Context: an optimization exercise on an open-source flow, tuned for small area and few clock cycles per item. The choices shown serve that exercise and are no tape-out recipe. The RTL was checked by simulation tests, not by an equivalence proof against the original design. Power figures rest on the tool's default switching activity, not on a simulated workload.

File: design/flow/constraint.sdc
create_clock -name core_clock -period 6.0 [get_ports {clk}]
set_input_delay 1.2000 -clock core_clock [delete_from_list [all_inputs] [get_ports {clk}]]
set_output_delay 1.2000 -clock core_clock [all_outputs]
set_load 0.01 [all_outputs]
File: design/flow/config.mk
export PLATFORM = sky130hd
export DESIGN_NAME = gray_vertical_census_bank
export DESIGN_NICKNAME = gray_vertical_census_bank
export VERILOG_FILES = /design/flow/design.v
export SDC_FILE = /design/flow/constraint.sdc
export NUM_CORES = 4
export LEC_CHECK = 0
export CAP_MARGIN = 5
export CORE_MARGIN = 2
export CORE_UTILIZATION = 70
export CTS_BUF_LIST = sky130_fd_sc_hd__clkbuf_16
export CTS_CLUSTER_DIAMETER = 65
export CTS_CLUSTER_SIZE = 33
export SLEW_MARGIN = 5
File: design/flow/standard.sh
#!/bin/bash
# synth_recipe.tcl (not shown) runs the flow's synth.tcl, then flattens the netlist and writes it again
# the make line also repeats each setting of config.mk as NAME=value (left out here)
make -C /OpenROAD-flow-scripts/flow DESIGN_CONFIG=/design/flow/config.mk WORK_HOME=/design/flow/orfs CLKGATE_MAP_FILE= SYNTH_SCRIPT=/design/flow/synth_recipe.tcl "${@:-finish}"
File: design/flow/design.v
module gray_vertical_census_bank #(
  parameter int LANES       = 16,
  parameter int PIX_W       = 8,
  parameter int RADIUS      = 8,
  parameter int FRAME_LINES = 480,
  parameter int INFO_W      = 8
) (
  input  logic                     clk,
  input  logic                     reset,
  input  logic [LANES*PIX_W-1:0]   in_pixels,
  input  logic [INFO_W-1:0]        in_info,
  input  logic                     in_valid,
  output logic                     in_ready,
  input  logic                     cfg_mode,
  input  logic [PIX_W-1:0]         cfg_threshold,
  output logic [2*LANES-1:0]       out_bits,
  output logic [INFO_W-1:0]        out_info,
  output logic                     out_border,
  output logic                     out_last,
  output logic                     out_valid,
  input  logic                     out_ready
);
  localparam int N = 2 * RADIUS + 1;       
  logic        en, accept;
  logic [8:0]  k, k_next;                  
  logic        k_first, k_border, k_last;  
  logic        mode_l;
  logic [7:0]  thr_l;
  logic [12:0] t17;
  logic [13:0] lim_lo, lim_hi;             
  logic [7:0]  win [LANES][N];             
  logic [11:0] lsum [LANES];               
  logic        s1_valid, s1_border, s1_last;
  logic [7:0]  s1_info;
  logic [2*LANES-1:0] bits_next;
  assign en       = !out_valid || out_ready;
  assign in_ready = en;
  assign accept   = in_valid && en;
  assign k_next = k_last ? 9'd0 : k + 9'd1;
  always_ff @(posedge clk) begin
    if (reset) begin
      k        <= '0;
      k_first  <= 1'b1;
      k_border <= 1'b1;
      k_last   <= 1'b0;
    end else if (accept) begin
      k        <= k_next;
      k_first  <= (k_next == 9'd0);
      k_border <= (k_next < 9'd16);
      k_last   <= (k_next == 9'd479);
    end
  end
  always_ff @(posedge clk) begin
    if (accept && k_first) begin
      mode_l <= cfg_mode;
      thr_l  <= cfg_threshold;
    end
  end
  assign t17    = mode_l ? ({1'b0, thr_l, 4'b0} + {5'b0, thr_l}) : 13'd0;
  assign lim_lo = 14'd4335 - {1'b0, t17};
  assign lim_hi = 14'd4335 + {1'b0, t17};
  always_ff @(posedge clk) begin
    if (accept) begin
      for (int i = 0; i < LANES; i++) begin
        win[i][N-1] <= win[i][N-2] | {8{k_border}};
        for (int j = N - 2; j > 1; j--) win[i][j] <= win[i][j-1];
        win[i][1] <= ~win[i][0];
        win[i][0] <= in_pixels[i*PIX_W +: PIX_W];
      end
      s1_info   <= in_info;
      s1_border <= k_border;
      s1_last   <= k_last;
    end
  end
  always_ff @(posedge clk) begin
    if (accept) begin
      for (int i = 0; i < LANES; i++) begin
        logic [11:0] s, cy, z, t;
        logic [12:0] c;
        z = {4'hf, win[i][N-1]};
        for (int b = 0; b < 12; b++) begin
          if (b < 8) {cy[b], s[b]} = 2'(lsum[i][b]) + 2'(win[i][0][b]) + 2'(z[b]);
          else       {cy[b], s[b]} = {lsum[i][b], !lsum[i][b]};
        end
        c[0] = 1'b1;
        for (int b = 0; b < 12; b++) begin
          logic y;
          y = (b > 0) ? cy[b-1] : 1'b0;
          {c[b+1], t[b]} = 2'(s[b]) + 2'(y) + 2'(c[b]);
        end
        lsum[i] <= k_first ? 12'd0 : t;
      end
    end
  end
  always_comb begin
    for (int i = 0; i < LANES; i++) begin
      logic [13:0] l, a, b, c, s1, c1, s2, c2, p;
      logic [7:0]  nc;
      logic [14:0] gl, gh;
      nc = win[i][RADIUS];                           
      l  = {2'b0, lsum[i]};
      a  = {6'b0, win[i][0]};
      b  = {2'b0, nc, 4'b0};
      c  = {6'b0, nc};
      for (int j = 0; j < 14; j++) begin
        {c1[j], s1[j]} = 2'(l[j]) + 2'(a[j]) + 2'(c[j]);
      end
      for (int j = 0; j < 4; j++) begin
        s2[j] = s1[j];
        c2[j] = (j < 3) ? c1[j] : 1'b0;
      end
      for (int j = 4; j < 14; j++)
        {c2[j], s2[j]} = 2'(s1[j]) + 2'(c1[j-1]) + 2'(b[j]);
      begin
        logic [13:0] e, g, h, g1, h1, g2, h2, g3;
        logic [13:0] cr;
        e = {c2[12:0], 1'b0};
        for (int j = 0; j < 14; j++) {g[j], h[j]} = 2'(s2[j]) + 2'(e[j]);
        g1 = g; h1 = h;
        for (int j = 1; j < 14; j += 2) begin
          g1[j] = g[j] | (h[j] & g[j-1]);
          h1[j] = h[j] & h[j-1];
        end
        g2 = g1; h2 = h1;
        for (int j = 3; j < 14; j += 4) begin
          g2[j] = g1[j] | (h1[j] & g1[j-2]);
          h2[j] = h1[j] & h1[j-2];
        end
        g3 = g2;
        g3[7] = g2[7] | (h2[7] & g2[3]);
        cr[0]  = 1'b0;
        cr[1]  = g[0];
        cr[2]  = g1[1];
        cr[4]  = g2[3];
        cr[8]  = g3[7];
        cr[3]  = g[2]   | (h[2]   & cr[2]);
        cr[6]  = g1[5]  | (h1[5]  & cr[4]);
        cr[5]  = g[4]   | (h[4]   & cr[4]);
        cr[7]  = g[6]   | (h[6]   & cr[6]);
        cr[12] = g2[11] | (h2[11] & cr[8]);
        cr[10] = g1[9]  | (h1[9]  & cr[8]);
        cr[9]  = g[8]   | (h[8]   & cr[8]);
        cr[11] = g[10]  | (h[10]  & cr[10]);
        cr[13] = g[12]  | (h[12]  & cr[12]);
        p = h ^ cr;
      end
      gl[0] = 1'b1;
      gh[0] = 1'b1;
      for (int j = 0; j < 14; j++) begin
        gl[j+1] = (p[j] & !lim_lo[j]) | (p[j] & gl[j]) | (!lim_lo[j] & gl[j]);
        gh[j+1] = (!p[j] & lim_hi[j]) | (!p[j] & gh[j]) | (lim_hi[j] & gh[j]);
      end
      bits_next[2*i]   = !s1_border && !gl[14];
      bits_next[2*i+1] = !s1_border && mode_l && !gh[14];
    end
  end
  always_ff @(posedge clk) begin
    if (reset) begin
      s1_valid  <= 1'b0;
      out_valid <= 1'b0;
    end else if (en) begin
      s1_valid  <= accept;
      out_valid <= s1_valid;
    end
  end
  always_ff @(posedge clk) begin
    if (en) begin
      out_bits   <= bits_next;
      out_info   <= s1_info;
      out_border <= s1_border;
      out_last   <= s1_last;
    end
  end
endmodule
File: design/flow/flow/run.sh
#!/bin/bash
# The standard layout, with two changes:
#  - the port buffers are the smallest buffer (buf_1) instead of the default pick;
#  - clock tree synthesis inserts no dummy loads.
# Everything else (synthesis, floorplan, power grid, placement, routing) is
# the standard flow; its output goes to standard.log in this folder.
set -e
export BUFFER_PORTS_ARGS="-buffer_cell sky130_fd_sc_hd__buf_1"
export CTS_ARGS="-sink_clustering_enable -repair_clock_nets -sink_clustering_size 33 -sink_clustering_max_diameter 65 -buf_list sky130_fd_sc_hd__clkbuf_16 -dont_use_dummy_load"
bash standard.sh > standard.log 2>&1
==> flow_summary.yaml, run 1 <==
setup_path:
  crit_path_frequent_cell: "fa_1"
  worstPathCellList: "fa_1 -> fa_1 -> fa_1 -> fa_1 -> fa_1 -> fa_1 -> fa_1 -> fa_1 -> fa_1 -> inv_1 -> fa_1 -> inv_1 -> fa_1 -> xnor2_2 -> xnor2_1 -> nor2_1"
  start_kind: "register"
  end_kind: "register"
  critPathArrivalTime_ps: 6260
  crit_required_ps: 6450
  crit_buf_inv: 2
  slowest_stage: "fa_1"
  path_class: "reg2reg"
  cp_max_fo: 3
  critical_path.max_stage_delay_ps: 540
  path_delay_family: "adder cells"
floorplanning:
  dieArea_um2: 147000
  ios: 193
  rows: 139
  start_util_pct: 70.5
  core_area_um2: 143000
  die_x_um: 384
  die_h_um: 384
logic_synthesis:
  synthFlopType: "edfxtp_1"
  synth_compound_area_share_pct: 5.21
  ys_async_sr_fraction_pct: 0
  syn_nets: 6517
  synth_area_um2: 101000
  ys_warn_count: 3
  synth_top_family_by_area: "adder cells"
  synthAdderAreaFrac_pct: 14.8
  synth.avg_cell_area_um2: 18.2
  ys_types: 93
  synth_top_area_share_pct: 72.1
  synthXorXnorAreaFrac_pct: 1.31
  synth_edf_count: 2429
  ys_ff_latch: 2443
  synth-simple-area-share_pct: 4.01
  ys_top_cells_by_area: "edfxtp_1 72%, fa_1 11%, ha_1 3.1%"
  synth.area.mux_share_pct: 0.0656
  synthCells: 5559
  yosysTopAreaCell: "edfxtp_1"
  seq_area_frac_synth_pct: 72.4
pwr:
  ir_worst_vdd_v: 0.000353
  intPower_mw: 28.8
  p_sw_share_pct: 29.8
  power_mw: 41.1
  p_clk_share_pct: 21.1
  p_leak_nw: 38.5
  p_per_area_nw_per_um2: 379
  seq_power_share_pct: 51.2
  power.switching_mw: 12.2
  pwr-share-comb_pct: 27.6
final_layout:
  drive_gt1_share_pct: 8.03
  post-route-cell-area_um2: 108000
  regArea_um2: 73200
  fillers: 8088
  mostFrequentLayoutCells: "2429 x edfxtp_1, 540 x fa_1, 424 x inv_1"
  syn_to_final_growth_pct: 7.07
  finalNetCount: 6828
  multi_input_area_um2: 25900
  final_common_cell: "edfxtp_1"
  fin_cells: 7774
  final_core_util_pct: 75.4
placed_design:
  gp_congestion: 0.907
  dpl_cell_area_um2: 105000
  pre_cts_ws_ps: 20.1
  io_buffers: 192
  place_inst: 7621
  place_hpwl_um: 135000
routing:
  drtIter0Drc: 5737
  drc: 0
  wl_um: 199000
  via_per_inst: 6.21
  ant_nets: 0
  num_vias: 48245
  firstDrtPassIters: 6
  wire_per_inst_um: 25.6
sta:
  tns_ps: 0
  setup_viol: 0
  finalCritPeriodShare_pct: 96.8
  maxSlewViolCount: 0
  maxSlewHeadroom_pct: 23.3
  fmax_mhz: 172
  skew_ps: 108
  timing.hold.ws_ps: 369
  fin_ws_ps: 190
  hold_viol_final: 0
  min_period_ps: 5810
  max_slew.worst_pin.slew_ps: 1150
clock_network:
  clk_latency_ps: 800
  clkSinkCount: 2443
  clkTransAtPathRegs_ps: 110
  numCtsBuffers: 131
  clock_path_buffers: 3
  root_buffer: "clkbuf_16"
  cts_max_level: 4
  hold_buffers: 0
  cts_tree: "yes"
grt:
  grtUsageTotal_pct: 27.5
  antenna_found_initial: 14
  overflow: 0
  grt_pass1_vias: 47330
  grt_max_degree: 201
  grt_pass1_wl_um: 295000
hold_path:
  hp-class: "reg2reg"
flow_run:
  maxCapViolCount: 0
status:
  status: "timing/DRC/antenna clean"
## cell families (layout without fill, tap and decap cells)
kind of cell | count (synthesis) | count (layout)
compound gates | 745 | 745
xor+xnor | 146 | 146
fa+ha+maj | 870 | 870
buf+inv | 566 | 875
flops | 2443 | 2443
mux | 6 | 6
other cells | 0 | 3
simple gates | 783 | 783
## synth_stat cells, types with 19 or more instances
library cell  count
edfxtp_1       2429
fa_1            561
inv_1           425
ha_1            248
nor2_1          174
nor2b_1         162
nand2_1         152
or2_2           135
a21oi_1         115
clkbuf_1         92
o21ai_0          92
xnor2_1          90
a21o_1           80
a31oi_1          60
maj3_1           54
xor2_1           52
o22ai_1          46
nand3_1          35
a211oi_1         33
buf_2            32
nor3_1           29
o31ai_1          29
o211ai_1         28
a22oi_1          27
nand2b_1         25
o221ai_1         25
a221oi_1         19
## area by class of cell
| cell class | instances | share of cell area (%) |
|---|---|---|
| Sequential cell | 2443 | 67.7 |
| Multi-Input combinational cell | 2550 | 23.9 |
| Clock buffer | 131 | 3.03 |
| Tap cell | 1903 | 2.20 |
| Timing Repair Buffer | 317 | 1.68 |
| Inverter | 427 | 1.51 |
| Antenna cell | 3 | 0.00694 |
## timing repair
item | 4_1_cts | 5_1_grt
pin swaps | 0 | 13
endpoints found under the setup margin | 1 | 14
resized for setup | 1 | 30
buffers inserted | 1 | 18
## path summary, 6_finish.rpt
kind	start	endpoint	slack, ps	cells after the start
setup / recovery	win[153][0]	lsum[9][11]	190	16
hold / removal	win[71][4]	win[72][4]	370	0
hold reg to reg	win[71][4]	win[72][4]	370	0
setup reg to reg	win[153][0]	lsum[9][11]	190	16
## power groups by stage
stage / Combinational, mW / Clock, mW / Sequential [mW]
finish: 11.3 / 8.69 / 21.0
global route: 12.5 / 9.39 / 21.2
CTS: 11.2 / 8.90 / 21.1
detailed placement: 11.0 / 0 / 21.4
global placement: 10.6 / 0 / 21.3
floorplan: 7.84 / 0 / 21.3
## state kept, by name, summed over array words and instances (netlist names)
name	cells
k	9
out_valid	1
out_border	1
k_last	1
s1_border	1
out_info	8
lsum	192
win	2176
s1_info	8
out_last	1
s1_last	1
k_first	1
thr_l	8
out_bits	32
s1_valid	1
mode_l	1
k_border	1
## metal layers
layer  track usage, %  vias up  wire length (um)
met4             8.42        8              6420
met2             40.6     2129             89200
met1             43.0    24688             86000
met5                0        -                46
li1                 -    21049                 -
met3             4.99      371             17000
Testbench counts, summed over its fixed seeds: cycles 11,536, items 11,520.
==> inputs of run 2 (changes only) <==
--- a/design/flow/flow/run.sh
+++ b/design/flow/flow/run.sh
@@ -6,5 +6,5 @@
 # the standard flow; its output goes to standard.log in this folder.
 set -e
 export BUFFER_PORTS_ARGS="-buffer_cell sky130_fd_sc_hd__buf_1"
-export CTS_ARGS="-sink_clustering_enable -repair_clock_nets -sink_clustering_size 33 -sink_clustering_max_diameter 65 -buf_list sky130_fd_sc_hd__clkbuf_16 -dont_use_dummy_load"
+export CTS_ARGS="-sink_clustering_enable -repair_clock_nets -sink_clustering_size 36 -sink_clustering_max_diameter 70 -buf_list sky130_fd_sc_hd__clkbuf_16 -dont_use_dummy_load"
 bash standard.sh > standard.log 2>&1
==> design/flow/config.mk (replaced) <==
export PLATFORM = sky130hd
export DESIGN_NAME = gray_vertical_census_bank
export DESIGN_NICKNAME = gray_vertical_census_bank
export VERILOG_FILES = /design/flow/design.v
export SDC_FILE = /design/flow/constraint.sdc
export NUM_CORES = 4
export LEC_CHECK = 0
export CAP_MARGIN = 20
export CORE_MARGIN = 2
export CORE_UTILIZATION = 70
export CTS_BUF_LIST = sky130_fd_sc_hd__clkbuf_16
export CTS_CLUSTER_DIAMETER = 70
export CTS_CLUSTER_SIZE = 36
export SLEW_MARGIN = 20
==> run 2 against run 1 <==
Register-to-register slack is essentially flat. Maximum frequency grew 0.21%. Synthesized area is the same. Critical endpoint is now lsum[4][11]. Largest cell class unchanged. Largest power group unchanged.
==> flow_summary.yaml, run 2 <==
setup_path:
  critical_path.max_stage_delay_ps: 540
  path_delay_family: "adder cells"
  r2r_slack_ps: 200
  worstPathCellList: "fa_1 -> fa_2 -> fa_1 -> fa_1 -> fa_1 -> fa_1 -> fa_1 -> fa_2 -> fa_1 -> inv_1 -> fa_1 -> inv_1 -> fa_1 -> xnor2_2 -> xnor2_1 -> nor2_1"
  crit_required_ps: 6470
  crit_buf_inv: 2
  start_kind: "register"
  path_class: "reg2reg"
  ff2ff_path_depth: 16
  slowest_stage: "fa_1"
  critPathArrivalTime_ps: 6270
  r2r_start: "win[68][0]"
  crit_path_frequent_cell: "fa_1"
  r2r_end: "lsum[4][11]"
  cp_max_fo: 2
  end_kind: "register"
routing:
  wl_um: 199000
  drc: 0
  ant_nets: 0
  drtIter0Drc: 5788
  wire_per_inst_um: 25.6
  num_vias: 48217
  met1Wirelength_um: 85800
  top_layer: "met5"
  firstDrtPassIters: 8
  wl_met3_um: 16900
  via_per_inst: 6.21
  route.met2.wl_um: 89500
sta:
  tns_ps: 0
  finalCritPeriodShare_pct: 96.6
  max_slew.worst_pin.slew_ps: 1240
  maxSlewHeadroom_pct: 17.1
  maxSlewViolCount: 0
  skew_ps: 91.6
  min_period_ps: 5800
  fmax_mhz: 172
  setup_viol: 0
  hold_viol_final: 0
clock_network:
  cts_tree: "yes"
  root_buffer: "clkbuf_16"
  clkSinkCount: 2443
  clkTransAtPathRegs_ps: 120
  hold_buffers: 0
  clk_latency_ps: 770
  numCtsBuffers: 119
  clock_path_buffers: 3
  cts_max_level: 3
logic_synthesis:
  seq_area_frac_synth_pct: 72.4
  synthFlopType: "edfxtp_1"
  yosysTopAreaCell: "edfxtp_1"
  ys_top_cells_by_area: "edfxtp_1 72%, fa_1 11%, ha_1 3.1%"
  synth_top_area_share_pct: 72.1
  synthTopCellsByCount: "2429 x edfxtp_1, 561 x fa_1, 425 x inv_1, 248 x ha_1, 174 x nor2_1"
  synth.avg_cell_area_um2: 18.2
  synth_edf_count: 2429
  synthCells: 5559
  syn_nets: 6517
  ys_warn_count: 3
  ys_types: 93
  ys_async_sr_fraction_pct: 0
  ys_ff_latch: 2443
  synth_area_um2: 101000
  yosysMostFrequentCell: "edfxtp_1"
final_layout:
  largest_reg_flops: 2176
  post-route-cell-area_um2: 108000
  finalNetCount: 6818
  reg_top3: "win x2176, lsum x192, out_bits x32"
  final_common_cell: "edfxtp_1"
  syn_to_final_growth_pct: 6.78
  fillers: 8109
  regMostFlops: "win"
  final_core_util_pct: 75.2
  mostFrequentLayoutCells: "2429 x edfxtp_1, 538 x fa_1, 424 x inv_1"
  drive_gt1_share_pct: 7.90
  fin_cells: 7762
  regArea_um2: 73200
  multi_input_area_um2: 25900
floorplanning:
  die_h_um: 384
  start_util_pct: 70.5
  rows: 139
  core_area_um2: 143000
  ios: 193
  die_x_um: 384
  dieArea_um2: 147000
pwr:
  power_mw: 40.6
  ir_worst_vdd_v: 0.000359
  p_leak_nw: 38.4
  p_per_area_nw_per_um2: 376
placed_design:
  place_hpwl_um: 135000
  place_inst: 7621
  gp_congestion: 0.907
  io_buffers: 192
  dpl_cell_area_um2: 105000
grt:
  grt_pass1_wl_um: 295000
  grt_max_degree: 201
  grtUsageTotal_pct: 27.4
  overflow: 0
  grt_pass1_vias: 47264
  antenna_found_initial: 13
status:
  status: "timing/DRC/antenna clean"
hold_path:
  hp-class: "reg2reg"
  hp-start: "win[163][7]"
  hold_path_depth: 0
  min_to: "win[164][7]"
flow_run:
  maxCapViolCount: 0
## run 2: cell counts after synthesis
Identical to the previous run, type by type.
## run 2: layout make-up
cell class / count / area share [%]
Timing Repair Buffer: 319 / 1.70
Multi-Input combinational cell: 2550 / 24.0
Antenna cell: 1 / 0.00232
Tap cell: 1903 / 2.21
Clock buffer: 119 / 2.76
Inverter: 427 / 1.51
Sequential cell: 2443 / 67.8
## run 2: metrics by stage
stage          setup slack (ps)  hold WS [ps]
6_report                    203           359
5_1_grt                   -42.9           351
4_1_cts                    23.1           362
3_5_place_dp               20.1           405
3_3_place_gp                251           400
2_1_floorplan             -1490           400
## run 2: how the worst max path moves through the flow
stage           startpoint           end  slack, ps  depth (start not counted)
4_1_cts         win[51][0]   lsum[3][11]         20                         16
3_3_place_gp   win[204][0]  lsum[12][11]        250                         16
5_1_grt         win[68][0]   lsum[4][11]        -40                         16
3_5_place_dp   win[187][0]  lsum[11][11]         20                         16
2_1_floorplan    out_ready    lsum[0][0]      -1490                          4
6_report        win[68][0]   lsum[4][11]        200                         16
## run 2: per-layer routing
metal,vias up,track usage [%]
met5,-,0
met4,6,8.24
met3,371,4.46
met2,2104,40.6
met1,24719,43.2
li1,21017,-
## run 2: cell families after synthesis
kind of cell / synth area share [%]
fa+ha+maj: 14.8
flops: 72.4
xor+xnor: 1.31
compound gates: 5.21
simple gates: 4.01
mux: 0.0656
buf+inv: 2.19
## run 2: where the power goes
group	leakage, nW	internal, mW	switching [mW]
sequential	23.6	20.3	0.762
combinational	13.3	4.64	6.65
clock	1.47	3.51	4.72
total	38.4	28.4	12.1
## run 2: timing repair
action                     CTS  global route
setup buffers                2            19
pin swaps                    0            14
cloned                       0             0
setup endpoints to repair    2            16
resized for setup            1            32

==> port drivers added, routing unchanged <==
How much do the figures lean on ideal ports? The routed layouts below were timed once more, with nothing changed but the port constraints. Step 1 (the two cells are an assumption about what drives the block):
set clk [get_ports {clk}]
set_driving_cell -lib_cell sky130_fd_sc_hd__clkbuf_16 $clk
set_driving_cell -lib_cell sky130_fd_sc_hd__buf_2 [delete_from_list [all_inputs] $clk]
Step 2 adds t to the input delays and takes it off the output delays; t is the mean of the earliest and latest rising clock arrival at the registers after step 1. Input paths then give back, and output paths get back, about the clock's delay inside the block. a / b / c = no drivers / after step 1 / after step 2; a / b = the first two.
run	shift t [ns]	setup WS [ns]	latest minus earliest clock arrival (ns)	worst slew at a driven data input, ns	cell pins on the clock port's net
run 1	0.837	0.190 / 0.190 / 0.190	0.118 / 0.118	0.11	1
run 2	0.824	0.203 / 0.203 / 0.203	0.105 / 0.104	0.11	1
After both steps setup and hold are still met in every run listed.
